Context: an optimization exercise on an open-source flow, tuned for small area. The choices shown serve that exercise and are no tape-out recipe.
The RTL was checked by simulation tests, not by an equivalence proof against the original design.
Power figures rest on the tool's default switching activity, not on a simulated workload.

`flow/config.mk`:
```
export PLATFORM = sky130hd
export DESIGN_NAME = hpdcache_sram_wbe_banked
export DESIGN_NICKNAME = hpdcache_sram_wbe_banked
export VERILOG_FILES = /design/flow/design.v
export SDC_FILE = /design/flow/constraint.sdc
export NUM_CORES = 4
export LEC_CHECK = 0
export CAP_MARGIN = 20
export CORE_MARGIN = 2
export CORE_UTILIZATION = 40
export SLEW_MARGIN = 20
```
`flow/constraint.sdc`:
```
create_clock -name core_clock -period 4.0 [get_ports {clk}]
set_input_delay 0.8000 -clock core_clock [delete_from_list [all_inputs] [get_ports {clk}]]
set_output_delay 0.8000 -clock core_clock [all_outputs]
set_load 0.01 [all_outputs]
```
`flow/design.v`:
```
module hpdcache_sram_wbe_banked #(
   parameter int unsigned ADDR_SIZE     = 6,
   parameter int unsigned DATA_SIZE     = 64,
   parameter int unsigned DEPTH         = 2**ADDR_SIZE,
   parameter int unsigned NBANKS        = 2,
   parameter bit          OUT_REG       = 1'b0,
   parameter bit          INIT_ON_RESET = 1'b1
) (
   input  logic                       clk,
   input  logic                       rst_n,
   input  logic                       req_valid,
   output logic                       req_ready,
   input  logic                       req_we,
   input  logic [ADDR_SIZE-1:0]       req_addr,
   input  logic [DATA_SIZE-1:0]       req_wdata,
   input  logic [DATA_SIZE/8-1:0]     req_wbyteenable,
   output logic                       rsp_valid,
   output logic [DATA_SIZE-1:0]       rsp_rdata,
   output logic                       init_done,
   output logic                       parity_err
);
   localparam int unsigned NBYTES  = DATA_SIZE / 8;
   localparam int unsigned ROWS    = DEPTH / NBANKS;
   localparam int unsigned ROW_W   = (ROWS > 1) ? $clog2(ROWS) : 1;
   localparam int unsigned BANK_SH = $clog2(NBANKS);
   localparam int unsigned BANK_W  = (NBANKS > 1) ? BANK_SH : 1;
   if (DATA_SIZE % 8 != 0) begin : g_chk_data
      $error("DATA_SIZE must be a multiple of 8");
   end
   if (NBANKS == 0 || (NBANKS & (NBANKS - 1)) != 0) begin : g_chk_banks
      $error("NBANKS must be a power of two");
   end
   if (DEPTH % NBANKS != 0) begin : g_chk_depth
      $error("DEPTH must be a multiple of NBANKS");
   end
   localparam logic ST_INIT = 1'b0, ST_RUN = 1'b1;
   localparam logic RESET_STATE = INIT_ON_RESET ? ST_INIT : ST_RUN;
   logic state_q, state_d;
   logic [ROW_W-1:0]   init_row_q, init_row_d;
   logic               in_init;
   logic               run;
   logic [BANK_W-1:0]  bank_sel;
   logic [ROW_W-1:0]   row_addr;
   if (NBANKS > 1) begin : g_bsel
      assign bank_sel = req_addr[BANK_W-1:0];
   end else begin : g_bsel_one
      assign bank_sel = '0;
   end
   assign row_addr = req_addr[BANK_SH +: ROW_W];
   always_ff @(posedge clk or negedge rst_n) begin
      if (!rst_n) begin
         state_q    <= RESET_STATE;
         init_row_q <= '0;
      end else begin
         state_q    <= state_d;
         init_row_q <= init_row_d;
      end
   end
   always_comb begin
      state_d    = state_q;
      init_row_d = init_row_q;
      in_init    = 1'b0;
      run        = 1'b0;
      unique case (state_q)
         ST_INIT: begin
            in_init = 1'b1;
            if (init_row_q == ROW_W'(ROWS - 1)) begin
               state_d = ST_RUN;
            end else begin
               init_row_d = init_row_q + ROW_W'(1);
            end
         end
         ST_RUN: begin
            run = 1'b1;
         end
         default: state_d = RESET_STATE;
      endcase
   end
   logic                acc;
   logic                rd_acc;
   logic [NBANKS-1:0]   bank_cs;
   logic [ROW_W-1:0]    wr_row;
   logic [DATA_SIZE-1:0] wr_data;
   logic [NBYTES-1:0]   wr_be [NBANKS];
   assign acc    = req_valid & run;
   assign rd_acc = acc & ~req_we;
   always_comb begin
      wr_row  = in_init ? init_row_q : row_addr;
      wr_data = in_init ? '0 : req_wdata;
      for (int b = 0; b < int'(NBANKS); b++) begin
         bank_cs[b] = acc && (bank_sel == BANK_W'(b));
         if (in_init) begin
            wr_be[b] = '1;
         end else if (bank_cs[b] && req_we) begin
            wr_be[b] = req_wbyteenable;
         end else begin
            wr_be[b] = '0;
         end
      end
   end
   logic [DATA_SIZE-1:0] bank_rd [NBANKS];
   for (genvar b = 0; b < int'(NBANKS); b++) begin : g_bank
      logic [ROWS*DATA_SIZE-1:0] mem;    
      always_ff @(posedge clk) begin
         for (int r = 0; r < int'(ROWS); r++) begin
            for (int i = 0; i < int'(NBYTES); i++) begin
               if (wr_be[b][i] && (wr_row == ROW_W'(r))) begin
                  mem[r*DATA_SIZE + 8*i +: 8] <= wr_data[8*i +: 8];
               end
            end
         end
      end
      assign bank_rd[b] = mem[row_addr*DATA_SIZE +: DATA_SIZE];
   end
   logic [DATA_SIZE-1:0] rd_word;
   logic                 rd_perr;
   assign rd_word = bank_rd[bank_sel];
   assign rd_perr = 1'b0;
   logic                 s1_valid;
   logic [DATA_SIZE-1:0] s1_data;
   logic                 s1_perr;
   always_ff @(posedge clk or negedge rst_n) begin
      if (!rst_n) begin
         s1_valid <= 1'b0;
         s1_data  <= '0;
         s1_perr  <= 1'b0;
      end else begin
         s1_valid <= rd_acc;
         if (rd_acc) begin
            s1_data <= rd_word;
            s1_perr <= rd_perr;
         end
      end
   end
   logic                 out_valid;
   logic [DATA_SIZE-1:0] out_data;
   logic                 out_perr;
   if (OUT_REG) begin : g_oreg
      logic                 s2_valid;
      logic [DATA_SIZE-1:0] s2_data;
      logic                 s2_perr;
      always_ff @(posedge clk or negedge rst_n) begin
         if (!rst_n) begin
            s2_valid <= 1'b0;
            s2_data  <= '0;
            s2_perr  <= 1'b0;
         end else begin
            s2_valid <= s1_valid;
            if (s1_valid) begin
               s2_data <= s1_data;
               s2_perr <= s1_perr;
            end
         end
      end
      assign out_valid = s2_valid;
      assign out_data  = s2_data;
      assign out_perr  = s2_perr;
   end else begin : g_no_oreg
      assign out_valid = s1_valid;
      assign out_data  = s1_data;
      assign out_perr  = s1_perr;
   end
   assign req_ready  = run;
   assign init_done  = run;
   assign rsp_valid  = out_valid;
   assign rsp_rdata  = out_data;
   assign parity_err = out_valid & out_perr;
endmodule
```
`flow/run.sh`:
```
#!/bin/bash
# synth_recipe.tcl (not shown) runs the flow's synth.tcl, then flattens the netlist and writes it again
# the make line also repeats each setting of config.mk as NAME=value (left out here)
make -C /OpenROAD-flow-scripts/flow DESIGN_CONFIG=/design/flow/config.mk WORK_HOME=/design/flow/orfs CLKGATE_MAP_FILE= SYNTH_SCRIPT=/design/flow/synth_recipe.tcl finish
```
==> summary.txt <==
Power and ir drop
  • Clk pwr share: 42.8%
  • NetSw: around 20 mW
  • VDD IR max: approximately 0.00038 V
  • Power Density: around 490 nW/um^2
  • Sw Share: a little over a fifth
  • Static Leak: 63.69 nW
  • Seq pwr share: 52.0%
  • Comb pwr share: approximately 5.2%
  • Internal power: 72.89 mW
  • Power, Total: 92.91 mW

Worst setup path
  • CP startpoint: state_q
  • Critical path peak fanout: 37
  • CP cell instances: buf_4 > a32o_1 > buf_4 > nand2_2 > buf_12 > nor2_1 > buf_4
  • Nature of the critical path startpoint: flip-flop
  • Crit path buffers/inverters: 4
  • Number of cells on the critical path: 7
  • Critical path type: flip-flop to flip-flop
  • R2R depth: 7
  • CP peak stage delay: about 0.72 ns
  • CP arrival: 3.96 ns
  • FF-to-FF Start: state_q
  • Worst EP required: 4.68 ns
  • CP Capture Type: flip-flop
  • Worst R2R End: g_bank[0].mem[1945]
  • Critical path's top delay family: buffers and inverters
  • CP max-delay cell: dfrtp_4
  • Flop-to-flop setup slack: 0.72 ns
  • CP endpoint: g_bank[0].mem[1945]
  • Most common cell on crit path: buf_4

Finish
  • Area Growth Syn to Fin: 17.08%
  • Fin util: 47.11%
  • Nets: 9418
  • Share of layout cells above drive strength 1: 21.82%
  • Post-Layout Cell Count: 15110
  • Multi-input logic area: approximately 35000 um^2
  • Most frequent cells in the layout: edfxtp_1, mux2i_1, buf_4, nor2_1
  • # fillers: 33260
  • Most common cell after layout, fill and taps aside: edfxtp_1
  • FF+latch area: 124800 um^2

Logic synthesis
  • Yosys Warn Count: 3
  • Sequential share of the synthesized area: 76.91%
  • FF+latch count, synth: 4167
  • Synth Net Count: 8562
  • Syn Inst Count: 8478
  • Yosys top cell area share: 75.82%
  • Yosys cell types: 38
  • Mean post-synth cell area: ~19 um^2
  • Synth area leaders: edfxtp_1, mux2i_1, mux4_2, a22oi_1, nor2_1
  • Top cell type by total area after synthesis: edfxtp_1
  • Post-Synthesis Cell Area: ~160000 um^2

Timing
  • Fmax: 305.2 MHz
  • Final Slew Violations: 0
  • Worst slew margin: 28.52%
  • RSZ-0062 raised after global routing: no
  • Worst-Margin Slew: 1.072 ns
  • Final Setup Violations: 0
  • Fin. Hold Viols: 0
  • Setup WS post-layout: 0.7238 ns
  • Tcrit/Tclk final: 81.90%
  • Tmin final: 3.276 ns
  • Setup_tns: 0 ns
  • Clock Skews: 0.07769 ns

Worst hold path
  • Worst min path class: input pin to asynchronous set/reset pin

Clock tree
  • CTS resizes: 0
  • H-tree Lvls: 5
  • Clk sink count: 4167
  • Clock buffer depth: 4
  • CTS buffer count: 425
  • Clk Tree Root Cell: clkbuf_16
  • CTS clock-pin slew for the worst setup and hold paths: around 0.060 ns
  • CTS tree: yes
  • Worst-Skew Late Latency: 1.00 ns

Placed design
  • GPL Wtd Cong: 0.8173
  • Hpwl dp: between 200 and 300 mm
  • Place WS: 0.1578 ns
  • Input/output buffers: 148
  • Inst Count DP: 14310

Route
  • Vias post-DR: around 84000
  • Residual DRC: 0
  • Drt wl/cell: 28.34 um
  • Initial DRC Count: 9307
  • First-pass iteration count of the detailed router: 8
  • Vias per inst: 5.590
  • Detail Route Antenna Nets: 0
  • Final wirelength: ~430 mm

Die
  • Die width: ~640 um
  • I/O Pins: 150
  • Floorplan row count: 233
  • Starting Density: 40.24%
  • Total die area: 410700 um^2
  • Core Region: between 400000 and 500000 um^2
  • Die H: 640.8 um

Global route
  • Tot GR Track Use: approximately a fifth
  • GRT Residual Overflow: 0
  • Vias in the first global route: ~85000
  • Largest net degree at the start of global routing: a little under 100
  • Initial antenna violation count: 12
  • First-pass GRT wire length: 613.2 mm

Flow run
  • Max_cap viols: 0

Run status
  • Outcome: no timing/DRC/antenna violations
how the worst min path moves through the flow:
| stage | end | slack (ns) | cells after the start |
|---|---|---|---|
| finish | s1_data[2] | 0.40 | 2 |
| global route | s1_data[2] | 0.42 | 2 |
| floorplan | init_row_q[0] | 0.50 | 0 |
| detailed placement | s1_data[61] | 0.51 | 1 |
| CTS | s1_data[59] | 0.39 | 2 |
| global placement | s1_data[61] | 0.51 | 1 |
per-stage QoR:
step           hold slack (ns)  area, um^2
5_1_grt                 0.4222      189900
6_report                0.4031      189900
4_1_cts                 0.3924      189900
3_5_place_dp            0.5117      175900
3_3_place_gp            0.5148      175900
2_1_floorplan           0.5044      162200
cell usage after synthesis, drive strengths merged:
library cell,n
a21boi,16
a21o,1
a21oi,64
a221o,64
a22oi,512
a31oi,3
a32o,1
a32oi,65
and2,66
and3,65
and3b,1
buf,337
clkbuf,217
clkinv,1
conb,1
dfrtp,71
edfxtp,4096
ha,2
inv,5
mux2,3
mux2i,1153
mux4,512
nand2,291
nand2b,1
nand3,322
nand3b,2
nand4,65
nor2,530
nor2b,3
nor3,2
nor3b,1
o21ai,2
xnor2,2
xor2,1
repair_timing:
action                                 CTS  global route
buffers inserted                         0             0
hold buffers                             1             0
endpoints found under the hold margin   39             0
power groups by stage:
stage | clock network, mW | logic [mW] | registers, mW
after floorplan | 0 | 2.64 | 49.1
after global placement | 0 | 4.81 | 49.2
after detailed placement | 0 | 4.88 | 49.2
after CTS | 40.4 | 4.89 | 48.3
after global routing | 42.1 | 5.12 | 48.3
final | 39.8 | 4.85 | 48.3
layout make-up:
type                       count  share of cell area (%)
tap                         5405                   3.561
inverter                       6                 0.01845
sequential                  4167                   65.70
antenna                        9                 0.01186
multi-input combinational   3751                   18.49
timing repair buffer         983                   4.828
clock inverter               278                   1.513
clock buffer                 510                   5.883
flip-flops by register name, summed over array words and instances (netlist names):
name        count
g_bank.mem   4096
init_row_q      5
s1_data        64
s1_valid        1
state_q         1
cells by family (layout without fill, tap and decap cells):
kind of cell,Yosys count,count (layout),synth area share [%]
compound gates,728,728,3.417
xor+xnor,3,3,0.01620
fa+ha+maj,2,2,0.01542
buf+inv,560,1777,1.703
flops,4167,4167,76.91
mux,1668,1668,14.24
other cells,1,10,0.002312
simple gates,1349,1349,3.690
per-layer routing:
metal | wire length, um | vias to the layer above | share of wire, % | track usage, %
met5 | 0 | - | 0 | 0
met4 | 15000 | 0 | 3.5 | 6.974
met3 | 31930 | 612 | 7.5 | 3.042
met2 | 201900 | 3466 | 47 | 32.67
met1 | 179400 | 44290 | 42 | 28.80
li1 | - | 36100 | - | -

-- what the ideal ports hide --
No port has a modelled driver above. Below, the same layout with a new extraction and two added sets of constraints.
Step 1, drivers: a clkbuf_16 drives clk and a buf_2 each remaining input, both assumed.
Step 2 times the ports against the registers' clock, not the clock port: input delays grow and output delays shrink by t, the midpoint of the rising clock arrivals with the driver on.
Three values: ideal, step 1, step 2; two values: the first two.
shift t [ns]: 1.070
slack for setup (ns): 0.724 / 0.717 / 0.060
worst data-port slew with drivers (ns): 0.31
cell pins on the clock port's net: 1
After both steps setup and hold are still met in this run. For this run, drivers alone change the setup slack by -0.007 ns; drivers and shift together by -0.664 ns.
